Context: an optimization exercise on an open-source flow, tuned for small area and a short achievable clock period. The choices shown serve that exercise and are no tape-out recipe. At most, simulation tests tie the RTL to the original design; equivalence was not proved. The clock input has no modelled driver; a real chip could not lean on it and would need a root buffer or a full tree. No activity file was given, so power comes from the tool's default toggle rates.

## job 101
## led_scan_capture
module led_scan_capture
#(
  parameter int unsigned STABLE_CYCLES  = 4,
  parameter int unsigned TIMEOUT_CYCLES = 1048576
) (
  input  logic         Clock,
  input  logic         RST,
  input  logic [35:0]  GPIO_1,
  output logic [15:0][15:0] RedPixels,
  output logic [15:0][15:0] GrnPixels,
  output logic         frame_valid,
  output logic         frame_error,
  output logic         stalled,
  output logic [15:0]  frame_count
);
Settings: LEC_CHECK=0, CAP_MARGIN=20, CORE_MARGIN=2, CORE_UTILIZATION=62, SETUP_SLACK_MARGIN=3.74, SLEW_MARGIN=20; clock period 6.0 ns.
standard.sh (not shown) runs the stock make flow with config.mk's settings and CLKGATE_MAP_FILE= SYNTH_SCRIPT=/design/flow/synth_recipe.tcl, a recipe that flattens the netlist after the stock synthesis.
==> flow/flow/run.sh <==
#!/bin/bash
# Own layout flow: the standard ORFS flow, with plain buffers on the
# ports, a fanout limit and no delay cells for the placement-stage
# buffering, and a two-level clock tree (clock_tree.tcl) in place of
# TritonCTS. Make's output goes to flow_make.log here; ORFS's per-step logs
# stay under orfs/logs/.
set -euo pipefail
bash standard.sh finish \
  BUFFER_PORTS_ARGS="-buffer_cell sky130_fd_sc_hd__buf_1" \
  PRE_RESIZE_TCL="$PWD/flow/pre_resize.tcl" \
  PRE_CTS_TCL="$PWD/flow/clock_tree.tcl" \
  > flow_make.log 2>&1
==> flow/flow/clock_tree.tcl <==
# Shallow clock tree, built in place of TritonCTS (sourced as the PRE_CTS
# hook). The registers are split by recursive bisection of their placement
# into leaf groups of at most CT_LEAF_MAX; each group gets a leaf clock
# buffer at its centre. The leaf buffers are split the same way into
# CT_MID groups, each driven by one buffer on the clock port's net, so
# the port drives CT_MID buffer inputs and every register is two buffers
# from the port. No register's clock is delayed against another's on
# purpose: all take the same two-buffer path.
set ct_leaf_max 26
set ct_mid      4
set ct_leaf_cell sky130_fd_sc_hd__clkbuf_16
set ct_mid_cell  sky130_fd_sc_hd__clkbuf_16

set ct_block [ord::get_db_block]
set ct_clk_net [$ct_block findNet Clock]

# Split items {name x y} into k groups of near-equal size by recursive
# bisection along the wider side.
proc ct_split { items k } {
  if { $k <= 1 } { return [list $items] }
  set xs [lmap it $items { lindex $it 1 }]
  set ys [lmap it $items { lindex $it 2 }]
  set w [expr { [tcl::mathfunc::max {*}$xs] - [tcl::mathfunc::min {*}$xs] }]
  set h [expr { [tcl::mathfunc::max {*}$ys] - [tcl::mathfunc::min {*}$ys] }]
  set idx [expr { $w >= $h ? 1 : 2 }]
  set sorted [lsort -real -index $idx $items]
  set k1 [expr { $k / 2 }]
  set k2 [expr { $k - $k1 }]
  set n [llength $sorted]
  set n1 [expr { int(round(double($n) * $k1 / $k)) }]
  return [concat [ct_split [lrange $sorted 0 [expr { $n1 - 1 }]] $k1] \
                 [ct_split [lrange $sorted $n1 end] $k2]]
}

proc ct_centre { items } {
  set sx 0.0; set sy 0.0
  foreach it $items { set sx [expr { $sx + [lindex $it 1] }]; set sy [expr { $sy + [lindex $it 2] }] }
  set n [llength $items]
  return [list [expr { int($sx / $n) }] [expr { int($sy / $n) }]]
}

proc ct_buffer { block cell name in_net x y } {
  set master [[ord::get_db] findMaster $cell]
  set inst [odb::dbInst_create $block $master $name]
  $inst setLocation [expr { $x - [$master getWidth] / 2 }] [expr { $y - [$master getHeight] / 2 }]
  $inst setPlacementStatus PLACED
  [$inst findITerm A] connect $in_net
  set out [odb::dbNet_create $block "${name}_net"]
  $out setSigType CLOCK
  [$inst findITerm X] connect $out
  return [list $inst $out]
}

# Register clock pins on the port's net.
set ct_sinks {}
foreach it [$ct_clk_net getITerms] {
  set inst [$it getInst]
  set b [$inst getBBox]
  lappend ct_sinks [list $it [expr { ([$b xMin] + [$b xMax]) / 2 }] [expr { ([$b yMin] + [$b yMax]) / 2 }]]
}
set ct_n [llength $ct_sinks]
set ct_nleaf [expr { ($ct_n + $ct_leaf_max - 1) / $ct_leaf_max }]
puts "clock_tree: $ct_n sinks, $ct_nleaf leaf buffers, $ct_mid mid buffers"
$ct_clk_net setSigType CLOCK

set ct_leaves {}
set i 0
foreach grp [ct_split $ct_sinks $ct_nleaf] {
  lassign [ct_centre $grp] x y
  lappend ct_leaves [list $grp $x $y $i]
  incr i
}
set j 0
foreach mgrp [ct_split $ct_leaves $ct_mid] {
  lassign [ct_centre $mgrp] mx my
  lassign [ct_buffer $ct_block $ct_mid_cell "clkbuf_mid_$j" $ct_clk_net $mx $my] minst mnet
  foreach leaf $mgrp {
    lassign $leaf grp x y li
    lassign [ct_buffer $ct_block $ct_leaf_cell "clkbuf_leaf_$li" $mnet $x $y] linst lnet
    foreach s $grp {
      set it [lindex $s 0]
      $it disconnect
      $it connect $lnet
    }
  }
  incr j
}

# Stand in for TritonCTS: cts.tcl's call then does nothing.
rename clock_tree_synthesis ct_unused_clock_tree_synthesis
proc clock_tree_synthesis { args } {
  puts "clock_tree: TritonCTS skipped, tree built by clock_tree.tcl"
  set_propagated_clock [all_clocks]
}
==> flow/flow/pre_resize.tcl <==
set_max_fanout 16 [current_design]
set_dont_use {sky130_fd_sc_hd__dlygate* sky130_fd_sc_hd__dlymetal* sky130_fd_sc_hd__clkdlybuf*}
--- input diff job 101..job 102 ---
- a change of SETUP_SLACK_MARGIN from 3.74 to 3.7
--- a/flow/flow/run.sh
+++ b/flow/flow/run.sh
@@ -7,5 +7,5 @@
 set -euo pipefail
 bash standard.sh finish \
-  BUFFER_PORTS_ARGS="-buffer_cell sky130_fd_sc_hd__buf_1" \
+  BUFFER_PORTS_ARGS="-buffer_cell sky130_fd_sc_hd__buf_2" \
   PRE_RESIZE_TCL="$PWD/flow/pre_resize.tcl" \
   PRE_CTS_TCL="$PWD/flow/clock_tree.tcl" \
--- a/flow/flow/clock_tree.tcl
+++ b/flow/flow/clock_tree.tcl
@@ -7,7 +7,7 @@
 # from the port. No register's clock is delayed against another's on
 # purpose: all take the same two-buffer path.
-set ct_leaf_max 26
+set ct_leaf_max 20
 set ct_mid      4
-set ct_leaf_cell sky130_fd_sc_hd__clkbuf_16
+set ct_leaf_cell sky130_fd_sc_hd__clkbuf_8
 set ct_mid_cell  sky130_fd_sc_hd__clkbuf_16
 
### Flow results
Going from job 101 to job 102, worst endpoint data arrival time up 1570 ps; detailed-routed wire length on met2 flat; maximum frequency down 0.64%; sequential logic power flat.
> inputs changed (job 102 -> job 103)
--- a/flow/flow/run.sh
+++ b/flow/flow/run.sh
@@ -7,5 +7,5 @@
 set -euo pipefail
 bash standard.sh finish \
-  BUFFER_PORTS_ARGS="-buffer_cell sky130_fd_sc_hd__buf_2" \
+  BUFFER_PORTS_ARGS="-buffer_cell sky130_fd_sc_hd__buf_1" \
   PRE_RESIZE_TCL="$PWD/flow/pre_resize.tcl" \
   PRE_CTS_TCL="$PWD/flow/clock_tree.tcl" \
--- a/flow/flow/clock_tree.tcl
+++ b/flow/flow/clock_tree.tcl
@@ -7,7 +7,7 @@
 # from the port. No register's clock is delayed against another's on
 # purpose: all take the same two-buffer path.
-set ct_leaf_max 20
+set ct_leaf_max 26
 set ct_mid      4
-set ct_leaf_cell sky130_fd_sc_hd__clkbuf_8
+set ct_leaf_cell sky130_fd_sc_hd__clkbuf_16
 set ct_mid_cell  sky130_fd_sc_hd__clkbuf_16
 
Results
- Diff job 102 -> job 103: detailed router's first-iteration violation count has decreased, clock latency on the worst-skew pair has remained practically unchanged, final standard cell area without fillers has decreased.
- Max core utilization across job 102 and job 103: job 102
- Of job 102 and job 103, the run reporting the higher peak ir drop on the vdd network was job 103.
Input changes introduced in job 104 (baseline for comparison: job 103):
==> flow/flow/pre_resize.tcl <==
set_dont_use {sky130_fd_sc_hd__dlygate* sky130_fd_sc_hd__dlymetal* sky130_fd_sc_hd__clkdlybuf*}
Findings:
- Job 104 against job 103: final critical-path required period went up by 5.8 ps; combinational group power dropped 16%; number of gates on the worst path with buffers counted now sits lower; portion of the clock cycle consumed by the worst path in the final layout stayed essentially flat; total length of routed wires fell by about 3.5%.
- Job 104 against job 103: estimated wirelength of the detail-placed design now sits lower; worst setup slack now sits lower; via count now sits lower; delay contributed by the slowest stage of the critical path now sits higher; global-route wire length before repair now sits lower.
- Status: peak clock frequency supported by timing parity (job 104, job 103)
- Job 104 ended up with sky130_fd_sc_hd__dfxtp_1 as its library cell contributing the largest single delay on the critical path; job 103 ended up with sky130_fd_sc_hd__buf_4.
No run of this note takes its clock network from TritonCTS; it comes from the design's own scripts or RTL.

========
Setup of run a:
Another version of the RTL of led_scan_capture (not shown whole).
For scale: about 2700 cells after synthesis, ~570 I/O pins, about 0.034 mm2 of cells after synthesis.
Settings: LEC_CHECK=0, CAP_MARGIN=20, CORE_MARGIN=2, CORE_UTILIZATION=55, CTS_BUF_LIST=sky130_fd_sc_hd__clkbuf_8, SETUP_SLACK_MARGIN=3.6, SLEW_MARGIN=20; clock period 6.0 ns.
run.sh (not shown) runs the stock make flow with config.mk's settings and CLKGATE_MAP_FILE= SYNTH_SCRIPT=/design/flow/synth_recipe.tcl, a recipe that flattens the netlist after the stock synthesis.
Stock flow here: none of the scripts above is used.
## Diff of input files: run b against run a
- removing CTS_BUF_LIST (formerly sky130_fd_sc_hd__clkbuf_8)
### Flow results
- Part of the total power dissipated in the clock network: run b > run a
- Met2 routing resource usage after global routing: run b < run a
- Cells: run b has fewer instances than run a
- Cmp run a and run b / first-pass GRT wire length / higher: run a
- Shortest clock period the worst path allows after layout ends up higher on run a.
- Compared with run a, run b shows a clock power that is about 12% higher.
- Cmp run a and run b / total power / lower: run a
- Summary of run b over run a: cell area lost 10%, post-synth net total neither gained nor lost much.
No run of this note included a check of the RTL's function; only the layout flow was run.

========
Another version of the RTL of led_scan_capture (not shown whole).
Size: roughly 1100 flip-flops, about 570 I/O pins.
## led_scan_capture
module led_scan_capture
#(
  parameter int unsigned STABLE_CYCLES  = 4,
  parameter int unsigned TIMEOUT_CYCLES = 1048576
) (
  input  logic         Clock,
  input  logic         RST,
  input  logic [35:0]  GPIO_1,
  output logic [15:0][15:0] RedPixels,
  output logic [15:0][15:0] GrnPixels,
  output logic         frame_valid,
  output logic         frame_error,
  output logic         stalled,
  output logic [15:0]  frame_count
);
export LEC_CHECK = 0
export CAP_MARGIN = 20
export CORE_MARGIN = 2
export CORE_UTILIZATION = 70
export SETUP_SLACK_MARGIN = 3.6
export SLEW_MARGIN = 20
create_clock -name core_clock -period 6.0 [get_ports {Clock}]
standard.sh (not shown) runs the stock make flow with config.mk's settings and CLKGATE_MAP_FILE= SYNTH_SCRIPT=/design/flow/synth_recipe.tcl, a recipe that flattens the netlist after the stock synthesis.
==> flow/flow/run.sh <==
#!/bin/bash
# Own layout flow: the standard ORFS flow, with plain buffers on the
# ports, no dummy loads in the clock tree and a fanout limit for the
# placement-stage buffering. Make's output goes to flow_make.log here;
# ORFS's per-step logs stay under orfs/logs/.
set -euo pipefail
bash standard.sh finish \
  BUFFER_PORTS_ARGS="-buffer_cell sky130_fd_sc_hd__buf_2" \
  PRE_RESIZE_TCL="$PWD/flow/pre_resize.tcl" \
  CTS_ARGS="-sink_clustering_enable -repair_clock_nets -dont_use_dummy_load -sink_clustering_size 30 -sink_clustering_max_diameter 100" \
  > flow_make.log 2>&1
==> flow/flow/pre_resize.tcl <==
set_max_fanout 16 [current_design]
set_dont_use {sky130_fd_sc_hd__dlygate* sky130_fd_sc_hd__dlymetal* sky130_fd_sc_hd__clkdlybuf*}
The first run completed with no timing, DRC or antenna violations.
Rerun with:
==> flow/flow/run.sh (replaced) <==
#!/bin/bash
# Own layout flow: the standard ORFS flow, with the port buffers made
# from plain buffers instead of the default delay cells and no dummy loads
# added to the clock tree. Every make output goes to flow_make.log here;
# ORFS's per-step logs stay under orfs/logs/.
set -euo pipefail
bash standard.sh finish \
  BUFFER_PORTS_ARGS="-buffer_cell sky130_fd_sc_hd__buf_2" \
  CTS_ARGS="-sink_clustering_enable -repair_clock_nets -dont_use_dummy_load" \
  > flow_make.log 2>&1
--- a/flow/config.mk
+++ b/flow/config.mk
@@ -8,5 +8,6 @@
 export CAP_MARGIN = 20
 export CORE_MARGIN = 2
-export CORE_UTILIZATION = 70
-export SETUP_SLACK_MARGIN = 3.6
+export CORE_UTILIZATION = 55
+export CTS_BUF_LIST = sky130_fd_sc_hd__clkbuf_8
+export SETUP_SLACK_MARGIN = 3.8
 export SLEW_MARGIN = 20
removed: flow/flow/pre_resize.tcl
Outcome:
- The new run finished with timing, DRC and antenna clean
- via count stays flat
- global-route usage goes down by 6.4 points
- utilization goes down by 7.0 points
- count of clock-buffer cells in the layout goes up by 63
Rerun with:
==> flow/flow/run.sh (replaced) <==
#!/bin/bash
# Own layout flow: the standard ORFS flow, with plain buffers on the
# ports, no dummy loads in the clock tree and a fanout limit for the
# placement-stage buffering. Make's output goes to flow_make.log here;
# ORFS's per-step logs stay under orfs/logs/.
set -euo pipefail
bash standard.sh finish \
  BUFFER_PORTS_ARGS="-buffer_cell sky130_fd_sc_hd__buf_2" \
  PRE_RESIZE_TCL="$PWD/flow/pre_resize.tcl" \
  CTS_ARGS="-sink_clustering_enable -repair_clock_nets -dont_use_dummy_load" \
  > flow_make.log 2>&1
==> flow/flow/pre_resize.tcl (new file) <==
set_max_fanout 16 [current_design]
--- a/flow/config.mk
+++ b/flow/config.mk
@@ -9,5 +9,4 @@
 export CORE_MARGIN = 2
 export CORE_UTILIZATION = 55
-export CTS_BUF_LIST = sky130_fd_sc_hd__clkbuf_8
-export SETUP_SLACK_MARGIN = 3.8
+export SETUP_SLACK_MARGIN = 3.6
 export SLEW_MARGIN = 20
The changed run passed the timing, DRC and antenna checks.
Global-route usage shrinks by 0.27 points.
Register-to-register slack degrades by 180 ps.
Final area shrinks by 10%.
Wire length shrinks by 1.6%.
Power stays flat.
Utilization shrinks by 7.5 points.
Rerun with:
--- a/flow/flow/run.sh
+++ b/flow/flow/run.sh
@@ -8,4 +8,4 @@
   BUFFER_PORTS_ARGS="-buffer_cell sky130_fd_sc_hd__buf_2" \
   PRE_RESIZE_TCL="$PWD/flow/pre_resize.tcl" \
-  CTS_ARGS="-sink_clustering_enable -repair_clock_nets -dont_use_dummy_load" \
+  CTS_ARGS="-sink_clustering_enable -repair_clock_nets -dont_use_dummy_load -sink_clustering_size 30 -sink_clustering_max_diameter 100" \
   > flow_make.log 2>&1
==> flow/flow/pre_resize.tcl (replaced) <==
set_max_fanout 16 [current_design]
set_dont_use {sky130_fd_sc_hd__dlygate* sky130_fd_sc_hd__dlymetal* sky130_fd_sc_hd__clkdlybuf*}
The new run produced a clean layout.
Clock skew increases by 31 ps.
Final area falls by 4.6%.
Power came out lower by 16%.
Rerun with:
==> flow/flow/run.sh (replaced) <==
#!/bin/bash
# Own layout flow: the standard ORFS flow, with the port buffers made
# from plain buffers instead of the default delay cells and no dummy loads
# added to the clock tree. Every make output goes to flow_make.log here;
# ORFS's per-step logs stay under orfs/logs/.
set -euo pipefail
bash standard.sh finish \
  BUFFER_PORTS_ARGS="-buffer_cell sky130_fd_sc_hd__buf_2" \
  CTS_ARGS="-sink_clustering_enable -repair_clock_nets -dont_use_dummy_load" \
  > flow_make.log 2>&1
--- a/flow/config.mk
+++ b/flow/config.mk
@@ -9,4 +9,5 @@
 export CORE_MARGIN = 2
 export CORE_UTILIZATION = 55
+export CTS_BUF_LIST = sky130_fd_sc_hd__clkbuf_8
 export SETUP_SLACK_MARGIN = 3.6
 export SLEW_MARGIN = 20
removed: flow/flow/pre_resize.tcl
After rerunning:
- The changed run finished with timing, DRC and antenna clean
- worst setup slack degrades by 210 ps
- routed wire length fell by 3.0%
- count of clock-buffer cells in the layout rose by 65
- sequential share of layout area fell by 1.5 points
- core utilization rose by 1.8 points
Rerun with:
==> flow/flow/run.sh (replaced) <==
#!/bin/bash
# Own layout flow: the standard ORFS flow, with plain buffers on the
# ports, no dummy loads in the clock tree and a fanout limit for the
# placement-stage buffering. Make's output goes to flow_make.log here;
# ORFS's per-step logs stay under orfs/logs/.
set -euo pipefail
bash standard.sh finish \
  BUFFER_PORTS_ARGS="-buffer_cell sky130_fd_sc_hd__buf_1" \
  PRE_RESIZE_TCL="$PWD/flow/pre_resize.tcl" \
  CTS_ARGS="-sink_clustering_enable -repair_clock_nets -dont_use_dummy_load -sink_clustering_size 24 -sink_clustering_max_diameter 80" \
  > flow_make.log 2>&1
==> flow/flow/pre_resize.tcl (new file) <==
set_max_fanout 16 [current_design]
set_dont_use {sky130_fd_sc_hd__dlygate* sky130_fd_sc_hd__dlymetal* sky130_fd_sc_hd__clkdlybuf*}
--- a/flow/config.mk
+++ b/flow/config.mk
@@ -9,5 +9,4 @@
 export CORE_MARGIN = 2
 export CORE_UTILIZATION = 55
-export CTS_BUF_LIST = sky130_fd_sc_hd__clkbuf_8
 export SETUP_SLACK_MARGIN = 3.6
 export SLEW_MARGIN = 20
Outcome:
- The changed run passed the timing, DRC and antenna checks
- clock power came out lower by a quarter to a third
- via count goes up slightly
- design area goes down by a few percent
- utilization goes down by 1.7 points
- routed wire length came out higher by a few percent
- global-route usage rose by 1.2 points

[what the ideal ports hide]
Ports are ideal in the flow. The routed layouts listed here were re-timed in OpenROAD. Step 1 assumes that a clkbuf_16 drives the clock port and a buf_2 every other input. Step 2 moves the port delays by t, midway between the first and last clock arrival at a register: inputs arrive t later, outputs are due t later. That takes back most of the time a late clock gives input paths. Slacks: no drivers / after step 1 / after step 2; pairs: no drivers / after step 1.
run	shift t [ns]	setup WS [ns]	worst setup path at the end	worst slew at a driven data input, ns
job 101	0.555	3.723 / 3.583 / 3.312	input to register	0.07
job 102	0.540	3.708 / 3.620 / 3.279	input to register	0.07
job 103	0.546	3.722 / 3.588 / 3.287	input to register	0.08
job 104	0.540	3.716 / 3.585 / 3.270	input to register	0.08
run a	0.845	3.502 / 3.449 / 2.787	input to register	0.11
run b	0.715	3.581 / 3.557 / 2.912	input to register	0.11
the first run of note 3	0.648	3.597 / 3.542 / 2.995	input to register	0.07
the second run of note 3	0.700	3.641 / 3.597 / 2.987	input to register	0.07
the third run of note 3	0.700	3.615 / 3.553 / 2.955	input to register	0.09
the fourth run of note 3	0.655	3.615 / 3.547 / 3.028	input to register	0.10
the fifth run of note 3	0.710	3.409 / 3.409 / 2.921	input to register	0.11
the sixth run of note 3	0.682	3.579 / 3.557 / 2.937	input to register	0.10
After both steps setup and hold are still met in every run listed. For run a, which loses most, drivers alone change the setup slack by -0.053 ns; drivers and shift together by -0.715 ns.
